From an optimization exercise on the open Yosys and OpenROAD flow, aimed at small area and a short achievable clock period; shortcuts taken in it are not production practice.
In this exercise RTL edits were held to simulation tests only and were not proved equivalent to the original.
No activity file was given, so power comes from the tool's default toggle rates.

==> 03-26 <==
==> flow/design.v <==
package dpr_pkg;
    localparam int DATA_W = 16;
endpackage
module dpr_bank (
    input  logic                        clk,
    input  logic [15:0]                 wrow,
    input  logic [15:0]                 rsel,
    input  logic [15:0]                 csel,
    input  logic [dpr_pkg::DATA_W-1:0]  wdata,
    output logic [4*dpr_pkg::DATA_W-1:0] rd_l4
);
    logic [255:0]               w_wl;
    logic [256*dpr_pkg::DATA_W-1:0] w_q;
    for (genvar r = 0; r < 16; r++) begin : g_row
        for (genvar c = 0; c < 16; c++) begin : g_col
            logic w_wr;
            assign w_wl[16*r+c] = rsel[r] && csel[c];
            assign w_wr         = wrow[r] && csel[c];
            dpr_word u_word (
                .clk   (clk),
                .wr    (w_wr),
                .keep  (!w_wr),
                .wdata (wdata),
                .q     (w_q[(16*r+c)*dpr_pkg::DATA_W +: dpr_pkg::DATA_W])
            );
        end
    end
    dpr_rtree u_rtree (
        .wl    (w_wl),
        .q     (w_q),
        .l4    (rd_l4)
    );
endmodule
module dpr_word (
    input  logic                        clk,
    input  logic                        wr,
    input  logic                        keep,
    input  logic [dpr_pkg::DATA_W-1:0]  wdata,
    output logic [dpr_pkg::DATA_W-1:0]  q
);
    always_ff @(posedge clk) begin
        q <= (wdata & {dpr_pkg::DATA_W{wr}}) | (q & {dpr_pkg::DATA_W{keep}});
    end
endmodule
module dpr_rtree (
    input  logic [255:0]                   wl,
    input  logic [256*dpr_pkg::DATA_W-1:0] q,
    output logic [4*dpr_pkg::DATA_W-1:0]   l4
);
    for (genvar b = 0; b < dpr_pkg::DATA_W; b++) begin : g_bit
        logic [85:0] w_l1_n;
        logic [28:0] w_l2;
        logic [9:0]  w_l3_n;
        for (genvar g = 0; g < 85; g++) begin : g_l1
            dpr_aoi222 u_aoi (
                .a0 (q[(3*g)*dpr_pkg::DATA_W + b]),   .s0 (wl[3*g]),
                .a1 (q[(3*g+1)*dpr_pkg::DATA_W + b]), .s1 (wl[3*g+1]),
                .a2 (q[(3*g+2)*dpr_pkg::DATA_W + b]), .s2 (wl[3*g+2]),
                .y_n (w_l1_n[g])
            );
        end
        assign w_l1_n[85] = !(q[255*dpr_pkg::DATA_W + b] && wl[255]);
        for (genvar g = 0; g < 28; g++) begin : g_l2
            dpr_nand3 u_nand (.a (w_l1_n[3*g]), .b (w_l1_n[3*g+1]), .c (w_l1_n[3*g+2]), .y (w_l2[g]));
        end
        assign w_l2[28] = !(w_l1_n[84] && w_l1_n[85]);
        for (genvar g = 0; g < 9; g++) begin : g_l3
            dpr_nor3 u_nor (.a (w_l2[3*g]), .b (w_l2[3*g+1]), .c (w_l2[3*g+2]), .y (w_l3_n[g]));
        end
        assign w_l3_n[9] = !(w_l2[27] || w_l2[28]);
        for (genvar g = 0; g < 3; g++) begin : g_l4
            dpr_nand3 u_nand (.a (w_l3_n[3*g]), .b (w_l3_n[3*g+1]), .c (w_l3_n[3*g+2]), .y (l4[4*b+g]));
        end
        assign l4[4*b+3] = !w_l3_n[9];
    end
endmodule
module dpr_aoi222 (
    input  logic a0, s0, a1, s1, a2, s2,
    output logic y_n
);
    assign y_n = !((a0 && s0) || (a1 && s1) || (a2 && s2));
endmodule
module dpr_nand3 (
    input  logic a, b, c,
    output logic y
);
    assign y = !(a && b && c);
endmodule
module dpr_nor3 (
    input  logic a, b, c,
    output logic y
);
    assign y = !(a || b || c);
endmodule
module dual_port_responder #(
    parameter int ADDR_W = 16
) (
    input  logic              clk,
    input  logic              reset,
    input  logic              reqA,
    input  logic              weA,
    input  logic [ADDR_W-1:0] addrA,
    input  logic [dpr_pkg::DATA_W-1:0] dataOutA,
    input  logic              reqB,
    input  logic              weB,
    input  logic [ADDR_W-1:0] addrB,
    input  logic [dpr_pkg::DATA_W-1:0] dataOutB,
    output logic              ackA,
    output logic              ackB,
    output logic [dpr_pkg::DATA_W-1:0] rdataA,
    output logic [dpr_pkg::DATA_W-1:0] rdataB,
    output logic              busy
);
    logic                       w_el_a, w_el_b, w_gnt_a, w_gnt_b, w_we;
    logic [15:0]                w_rsel_a, w_csel_a, w_rsel_b, w_csel_b, w_rsel, w_csel;
    logic [dpr_pkg::DATA_W-1:0] w_wdata, w_res, r_wd, r_hold_a, r_hold_b;
    logic [4*dpr_pkg::DATA_W-1:0] w_l4, r_l4;
    logic                       r_wr;
    assign w_el_a  = reqA && !ackA;
    assign w_el_b  = reqB && !ackB;
    assign w_gnt_a = reset && w_el_a;
    assign w_gnt_b = reset && w_el_b && !w_el_a;
    dpr_busy u_busy (
        .reset (reset),
        .reqA  (reqA),
        .ackA  (ackA),
        .reqB  (reqB),
        .ackB  (ackB),
        .busy  (busy)
    );
    dpr_dec4 u_dec_ra (.a (addrA[7:4]), .y (w_rsel_a));
    dpr_dec4 u_dec_ca (.a (addrA[3:0]), .y (w_csel_a));
    dpr_dec4 u_dec_rb (.a (addrB[7:4]), .y (w_rsel_b));
    dpr_dec4 u_dec_cb (.a (addrB[3:0]), .y (w_csel_b));
    dpr_mux16 u_mux_r (.s (w_el_a), .a (w_rsel_a), .b (w_rsel_b), .y (w_rsel));
    dpr_mux16 u_mux_c (.s (w_el_a), .a (w_csel_a), .b (w_csel_b), .y (w_csel));
    assign w_wdata = w_el_a ? dataOutA : dataOutB;
    assign w_we    = (w_gnt_a && weA) || (w_gnt_b && weB);
    dpr_bank u_bank (
        .clk     (clk),
        .wrow    (w_rsel & {16{w_we}}),
        .rsel    (w_rsel),
        .csel    (w_csel),
        .wdata   (w_wdata),
        .rd_l4   (w_l4)
    );
    always_ff @(posedge clk) begin
        r_l4   <= w_l4;
        r_wd   <= w_wdata;
        r_wr   <= w_we;
    end
    dpr_rfin u_fin (
        .l4   (r_l4),
        .wr   (r_wr),
        .wd   (r_wd),
        .res  (w_res)
    );
    assign rdataA = ackA ? w_res : r_hold_a;
    assign rdataB = ackB ? w_res : r_hold_b;
    always_ff @(posedge clk or negedge reset) begin
        if (!reset) begin
            ackA     <= 1'b0;
            ackB     <= 1'b0;
            r_hold_a <= '0;
            r_hold_b <= '0;
        end else begin
            ackA     <= w_gnt_a;
            ackB     <= w_gnt_b;
            r_hold_a <= rdataA;
            r_hold_b <= rdataB;
        end
    end
endmodule
module dpr_busy (
    input  logic reset,
    input  logic reqA,
    input  logic ackA,
    input  logic reqB,
    input  logic ackB,
    output logic busy
);
    assign busy = reset && ((reqA && !ackA) || (reqB && !ackB));
endmodule
module dpr_dec4 (
    input  logic [3:0]  a,
    output logic [15:0] y
);
    always_comb begin
        for (int i = 0; i < 16; i++) y[i] = a == 4'(i);
    end
endmodule
module dpr_mux16 (
    input  logic        s,
    input  logic [15:0] a,
    input  logic [15:0] b,
    output logic [15:0] y
);
    assign y = s ? a : b;
endmodule
module dpr_rfin (
    input  logic [4*dpr_pkg::DATA_W-1:0]  l4,
    input  logic                          wr,
    input  logic [dpr_pkg::DATA_W-1:0]    wd,
    output logic [dpr_pkg::DATA_W-1:0]    res
);
    for (genvar b = 0; b < dpr_pkg::DATA_W; b++) begin : g_bit
        assign res[b] = wr ? wd[b] : |l4[4*b +: 4];
    end
endmodule
==> flow/run.sh <==
#!/bin/bash
# synth_recipe.tcl (not shown) runs the flow's synth.tcl, then flattens the netlist and writes it again
# the make line also repeats each setting of config.mk as NAME=value (left out here)
make -C /OpenROAD-flow-scripts/flow DESIGN_CONFIG=/design/flow/config.mk WORK_HOME=/design/flow/orfs CLKGATE_MAP_FILE= SYNTH_SCRIPT=/design/flow/synth_recipe.tcl finish
==> flow/config.mk <==
export PLATFORM = sky130hd
export DESIGN_NAME = dual_port_responder
export DESIGN_NICKNAME = dual_port_responder
export VERILOG_FILES = /design/flow/design.v
export SDC_FILE = /design/flow/constraint.sdc
export NUM_CORES = 4
export LEC_CHECK = 0
export CAP_MARGIN = 20
export CORE_MARGIN = 2
export CORE_UTILIZATION = 60
export CTS_BUF_LIST = sky130_fd_sc_hd__clkbuf_16
export CTS_CLUSTER_DIAMETER = 80
export CTS_CLUSTER_SIZE = 25
export SETUP_SLACK_MARGIN = 4.8
export SLEW_MARGIN = 20
export SYNTH_HIERARCHICAL = 1
export SYNTH_MINIMUM_KEEP_SIZE = 0
==> flow/constraint.sdc <==
create_clock -name core_clock -period 9.0 [get_ports {clk}]
set_input_delay 1.8000 -clock core_clock [delete_from_list [all_inputs] [get_ports {clk}]]
set_output_delay 1.8000 -clock core_clock [all_outputs]
set_load 0.01 [all_outputs]
==> 02-20: changes against 03-26 <==
==> flow/design.v, changed modules only <==
module dpr_bank (
    input  logic                        clk,
    input  logic                        we,
    input  logic [15:0]                 rsel,
    input  logic [15:0]                 csel,
    input  logic [dpr_pkg::DATA_W-1:0]  wdata,
    output logic [dpr_pkg::DATA_W-1:0]  rdata
);
    logic [255:0]               w_wl;
    logic [256*dpr_pkg::DATA_W-1:0] w_q;
    for (genvar r = 0; r < 16; r++) begin : g_row
        for (genvar c = 0; c < 16; c++) begin : g_col
            logic w_wr;
            assign w_wl[16*r+c] = rsel[r] && csel[c];
            assign w_wr         = we && w_wl[16*r+c];
            dpr_word u_word (
                .clk   (clk),
                .wr    (w_wr),
                .keep  (!w_wr),
                .wdata (wdata),
                .q     (w_q[(16*r+c)*dpr_pkg::DATA_W +: dpr_pkg::DATA_W])
            );
        end
    end
    dpr_rtree u_rtree (
        .wl    (w_wl),
        .q     (w_q),
        .rdata (rdata)
    );
endmodule
module dpr_rtree (
    input  logic [255:0]                wl,
    input  logic [256*dpr_pkg::DATA_W-1:0] q,
    output logic [dpr_pkg::DATA_W-1:0]  rdata
);
    always_comb begin
        rdata = '0;
        for (int i = 0; i < 256; i++) rdata = rdata | (q[i*dpr_pkg::DATA_W +: dpr_pkg::DATA_W] & {dpr_pkg::DATA_W{wl[i]}});
    end
endmodule
module dual_port_responder #(
    parameter int ADDR_W = 16
) (
    input  logic              clk,
    input  logic              reset,
    input  logic              reqA,
    input  logic              weA,
    input  logic [ADDR_W-1:0] addrA,
    input  logic [dpr_pkg::DATA_W-1:0] dataOutA,
    input  logic              reqB,
    input  logic              weB,
    input  logic [ADDR_W-1:0] addrB,
    input  logic [dpr_pkg::DATA_W-1:0] dataOutB,
    output logic              ackA,
    output logic              ackB,
    output logic [dpr_pkg::DATA_W-1:0] rdataA,
    output logic [dpr_pkg::DATA_W-1:0] rdataB,
    output logic              busy
);
    logic                       w_el_a, w_el_b, w_gnt_a, w_gnt_b, w_we;
    logic [15:0]                w_rsel_a, w_csel_a, w_rsel_b, w_csel_b, w_rsel, w_csel;
    logic [dpr_pkg::DATA_W-1:0] w_wdata, w_bank_q, w_rd;
    assign w_el_a  = reqA && !ackA;
    assign w_el_b  = reqB && !ackB;
    assign w_gnt_a = reset && w_el_a;
    assign w_gnt_b = reset && w_el_b && !w_el_a;
    assign busy    = reset && (w_el_a || w_el_b);
    always_comb begin
        for (int i = 0; i < 16; i++) begin
            w_rsel_a[i] = addrA[7:4] == 4'(i);
            w_csel_a[i] = addrA[3:0] == 4'(i);
            w_rsel_b[i] = addrB[7:4] == 4'(i);
            w_csel_b[i] = addrB[3:0] == 4'(i);
        end
    end
    assign w_rsel  = w_el_a ? w_rsel_a : w_rsel_b;
    assign w_csel  = w_el_a ? w_csel_a : w_csel_b;
    assign w_wdata = w_el_a ? dataOutA : dataOutB;
    assign w_we    = busy && (w_el_a ? weA : weB);
    dpr_bank u_bank (
        .clk   (clk),
        .we    (w_we),
        .rsel  (w_rsel),
        .csel  (w_csel),
        .wdata (w_wdata),
        .rdata (w_bank_q)
    );
    assign w_rd = w_we ? w_wdata : w_bank_q;
    always_ff @(posedge clk or negedge reset) begin
        if (!reset) begin
            ackA   <= 1'b0;
            ackB   <= 1'b0;
            rdataA <= '0;
            rdataB <= '0;
        end else begin
            ackA <= w_gnt_a;
            ackB <= w_gnt_b;
            if (w_gnt_a) rdataA <= w_rd;
            if (w_gnt_b) rdataB <= w_rd;
        end
    end
endmodule
// module dpr_aoi222 removed
// module dpr_nand3 removed
// module dpr_nor3 removed
// module dpr_busy removed
// module dpr_dec4 removed
// module dpr_mux16 removed
// module dpr_rfin removed
CORE_UTILIZATION = 55   (was 60)
CTS_BUF_LIST = sky130_fd_sc_hd__clkbuf_4 sky130_fd_sc_hd__clkbuf_8   (was sky130_fd_sc_hd__clkbuf_16)
CTS_CLUSTER_DIAMETER = unset   (was 80)
CTS_CLUSTER_SIZE = unset   (was 25)
SETUP_SLACK_MARGIN = 4.5   (was 4.8)
==> 05-19: changes against 03-26 <==
==> flow/design.v, changed modules only <==
module dpr_bank (
    input  logic                        clk,
    input  logic [15:0]                 wrow,
    input  logic [15:0]                 rsel,
    input  logic [15:0]                 csel,
    input  logic [dpr_pkg::DATA_W-1:0]  wdata,
    output logic [dpr_pkg::DATA_W-1:0]  rdata_n
);
    logic [255:0]               w_wl;
    logic [256*dpr_pkg::DATA_W-1:0] w_q;
    for (genvar r = 0; r < 16; r++) begin : g_row
        for (genvar c = 0; c < 16; c++) begin : g_col
            logic w_wr;
            assign w_wl[16*r+c] = rsel[r] && csel[c];
            assign w_wr         = wrow[r] && csel[c];
            dpr_word u_word (
                .clk   (clk),
                .wr    (w_wr),
                .keep  (!w_wr),
                .wdata (wdata),
                .q     (w_q[(16*r+c)*dpr_pkg::DATA_W +: dpr_pkg::DATA_W])
            );
        end
    end
    dpr_rtree u_rtree (
        .wl    (w_wl),
        .q     (w_q),
        .rdata_n (rdata_n)
    );
endmodule
module dpr_rtree (
    input  logic [255:0]                   wl,
    input  logic [256*dpr_pkg::DATA_W-1:0] q,
    output logic [dpr_pkg::DATA_W-1:0]     rdata_n
);
    for (genvar b = 0; b < dpr_pkg::DATA_W; b++) begin : g_bit
        logic [85:0] w_l1_n;
        logic [28:0] w_l2;
        logic [9:0]  w_l3_n;
        logic [3:0]  w_l4;
        for (genvar g = 0; g < 85; g++) begin : g_l1
            dpr_aoi222 u_aoi (
                .a0 (q[(3*g)*dpr_pkg::DATA_W + b]),   .s0 (wl[3*g]),
                .a1 (q[(3*g+1)*dpr_pkg::DATA_W + b]), .s1 (wl[3*g+1]),
                .a2 (q[(3*g+2)*dpr_pkg::DATA_W + b]), .s2 (wl[3*g+2]),
                .y_n (w_l1_n[g])
            );
        end
        assign w_l1_n[85] = !(q[255*dpr_pkg::DATA_W + b] && wl[255]);
        for (genvar g = 0; g < 28; g++) begin : g_l2
            dpr_nand3 u_nand (.a (w_l1_n[3*g]), .b (w_l1_n[3*g+1]), .c (w_l1_n[3*g+2]), .y (w_l2[g]));
        end
        assign w_l2[28] = !(w_l1_n[84] && w_l1_n[85]);
        for (genvar g = 0; g < 9; g++) begin : g_l3
            dpr_nor3 u_nor (.a (w_l2[3*g]), .b (w_l2[3*g+1]), .c (w_l2[3*g+2]), .y (w_l3_n[g]));
        end
        assign w_l3_n[9] = !(w_l2[27] || w_l2[28]);
        for (genvar g = 0; g < 3; g++) begin : g_l4
            dpr_nand3 u_nand (.a (w_l3_n[3*g]), .b (w_l3_n[3*g+1]), .c (w_l3_n[3*g+2]), .y (w_l4[g]));
        end
        assign w_l4[3] = !w_l3_n[9];
        dpr_nor4 u_l5 (.a (w_l4[0]), .b (w_l4[1]), .c (w_l4[2]), .d (w_l4[3]), .y (rdata_n[b]));
    end
endmodule
module dpr_nor4 (
    input  logic a, b, c, d,
    output logic y
);
    assign y = !(a || b || c || d);
endmodule
module dual_port_responder #(
    parameter int ADDR_W = 16
) (
    input  logic              clk,
    input  logic              reset,
    input  logic              reqA,
    input  logic              weA,
    input  logic [ADDR_W-1:0] addrA,
    input  logic [dpr_pkg::DATA_W-1:0] dataOutA,
    input  logic              reqB,
    input  logic              weB,
    input  logic [ADDR_W-1:0] addrB,
    input  logic [dpr_pkg::DATA_W-1:0] dataOutB,
    output logic              ackA,
    output logic              ackB,
    output logic [dpr_pkg::DATA_W-1:0] rdataA,
    output logic [dpr_pkg::DATA_W-1:0] rdataB,
    output logic              busy
);
    logic                       w_el_a, w_el_b, w_gnt_a, w_gnt_b, w_we;
    logic                       w_rd_a, w_wr_a, w_rd_b, w_wr_b;
    logic [15:0]                w_rsel_a, w_csel_a, w_rsel_b, w_csel_b, w_rsel, w_csel;
    logic [dpr_pkg::DATA_W-1:0] w_wdata, w_bank_q_n, w_d_a, w_d_b;
    assign w_el_a  = reqA && !ackA;
    assign w_el_b  = reqB && !ackB;
    assign w_gnt_a = reset && w_el_a;
    assign w_gnt_b = reset && w_el_b && !w_el_a;
    dpr_busy u_busy (
        .reset (reset),
        .reqA  (reqA),
        .ackA  (ackA),
        .reqB  (reqB),
        .ackB  (ackB),
        .busy  (busy)
    );
    dpr_dec4 u_dec_ra (.a (addrA[7:4]), .y (w_rsel_a));
    dpr_dec4 u_dec_ca (.a (addrA[3:0]), .y (w_csel_a));
    dpr_dec4 u_dec_rb (.a (addrB[7:4]), .y (w_rsel_b));
    dpr_dec4 u_dec_cb (.a (addrB[3:0]), .y (w_csel_b));
    dpr_mux16 u_mux_r (.s (w_el_a), .a (w_rsel_a), .b (w_rsel_b), .y (w_rsel));
    dpr_mux16 u_mux_c (.s (w_el_a), .a (w_csel_a), .b (w_csel_b), .y (w_csel));
    assign w_wdata = w_el_a ? dataOutA : dataOutB;
    assign w_we    = (w_gnt_a && weA) || (w_gnt_b && weB);
    dpr_bank u_bank (
        .clk     (clk),
        .wrow    (w_rsel & {16{w_we}}),
        .rsel    (w_rsel),
        .csel    (w_csel),
        .wdata   (w_wdata),
        .rdata_n (w_bank_q_n)
    );
    assign w_rd_a = w_gnt_a && !w_we;
    assign w_wr_a = w_gnt_a && w_we;
    assign w_rd_b = w_gnt_b && !w_we;
    assign w_wr_b = w_gnt_b && w_we;
    dpr_rnext u_next_a (
        .rd_n (w_bank_q_n), .rd (w_rd_a), .wd (w_wdata), .wr (w_wr_a), .q (rdataA), .keep (!w_gnt_a),
        .d    (w_d_a)
    );
    dpr_rnext u_next_b (
        .rd_n (w_bank_q_n), .rd (w_rd_b), .wd (w_wdata), .wr (w_wr_b), .q (rdataB), .keep (!w_gnt_b),
        .d    (w_d_b)
    );
    always_ff @(posedge clk or negedge reset) begin
        if (!reset) begin
            ackA   <= 1'b0;
            ackB   <= 1'b0;
            rdataA <= '0;
            rdataB <= '0;
        end else begin
            ackA   <= w_gnt_a;
            ackB   <= w_gnt_b;
            rdataA <= w_d_a;
            rdataB <= w_d_b;
        end
    end
endmodule
module dpr_rnext (
    input  logic [dpr_pkg::DATA_W-1:0] rd_n,
    input  logic                       rd,
    input  logic [dpr_pkg::DATA_W-1:0] wd,
    input  logic                       wr,
    input  logic [dpr_pkg::DATA_W-1:0] q,
    input  logic                       keep,
    output logic [dpr_pkg::DATA_W-1:0] d
);
    assign d = (~rd_n & {dpr_pkg::DATA_W{rd}}) | (wd & {dpr_pkg::DATA_W{wr}}) | (q & {dpr_pkg::DATA_W{keep}});
endmodule
// module dpr_rfin removed
CORE_UTILIZATION = 62   (was 60)
==> qor summary <==
| item | 03-26 | 05-19 | 02-20 |
|---|---|---|---|
| Result of the run | finished clean | finished clean | finished clean |
| Data arrival time of the worst path | 2710 ps | 5520 ps | 5750 ps |
| R2R Path End | r_l4[50]$_DFF_P_ | rdataA[7]$_DFF_PN0_ | rdataB[12]$_DFFE_PN0P_ |
| Global routing met2 resource utilization | 0.558 | 0.582 | 0.545 |
| M1 WL | 215000 um | 213000 um | 233000 um |
| Hold path start | u_bank.g_row[11].g_col[12].u_word.q[4]$_DFF_P_ | u_bank.g_row[11].g_col[8].u_word.q[10]$_DFF_P_ | u_bank.g_row[13].g_col[1].u_word.q[8]$_DFF_P_ |
| Tap cell count | 3515 | 3348 | 3900 |
| Slowest stage delay, CP | 470 ps | 620 ps | 540 ps |
| Multi-input combinational cell count | 7143 | 7170 | 7530 |
| Final Wtd Congestion | 0.889 | 0.897 | 0.922 |
| Buffers & Inverters on Critical Path | 2 | 7 | 6 |
| Clock power frac | 0.325 | 0.322 | 0.454 |
| Worst setup slack after layout | 4490 ps | 4230 ps | 4320 ps |
| Met2 wire length | 234000 um | 232000 um | 253000 um |
| Global Route met1 Usage | 0.536 | 0.563 | 0.487 |
| Simple-gate share of the synthesized area | 0.0603 | 0.0614 | 0.0459 |
| Portion of the clock cycle consumed by the worst path in the final layout | 0.502 | 0.530 | 0.520 |
| Combined area of the multi-input logic cells | 62600 um2 | 63800 um2 | 69000 um2 |
| Layout clock area frac | 0.0345 | 0.0332 | 0.0811 |
| Number of buffers added by the clock tree synthesis step | 201 | 188 | 666 |
| Required time at the worst-slack endpoint | 7200 ps | 9750 ps | 10070 ps |

==> static timing again, ports no longer ideal <==
Ports are ideal in the flow. The routed layouts listed here were re-timed in OpenROAD.
Step 1 (the two cells are an assumption about what drives the block):
set clk [get_ports {clk}]
set_driving_cell -lib_cell sky130_fd_sc_hd__clkbuf_16 $clk
set_driving_cell -lib_cell sky130_fd_sc_hd__buf_2 [delete_from_list [all_inputs] $clk]
Step 2, shift: input delay + t, output delay - t, t = (earliest + latest rising clock arrival at the registers) / 2. This alone moves slack from input paths to output paths.
Three values: no drivers, after step 1, after step 2; two values: the first two.
run | shift t [ns] | setup slack, ns | worst register clock-pin slew, ns
03-26 | 1.014 | 4.486 / 4.394 / 3.645 | 0.11 / 0.11
02-20 | 1.286 | 4.319 / 4.288 / 3.002 | 0.07 / 0.07
05-19 | 0.990 | 4.232 / 4.112 / 3.122 | 0.10 / 0.10
After both steps setup and hold are still met in every run listed. The setup slack of 02-20, which loses most, moves by -0.031 ns with the drivers and by -1.317 ns with both steps.
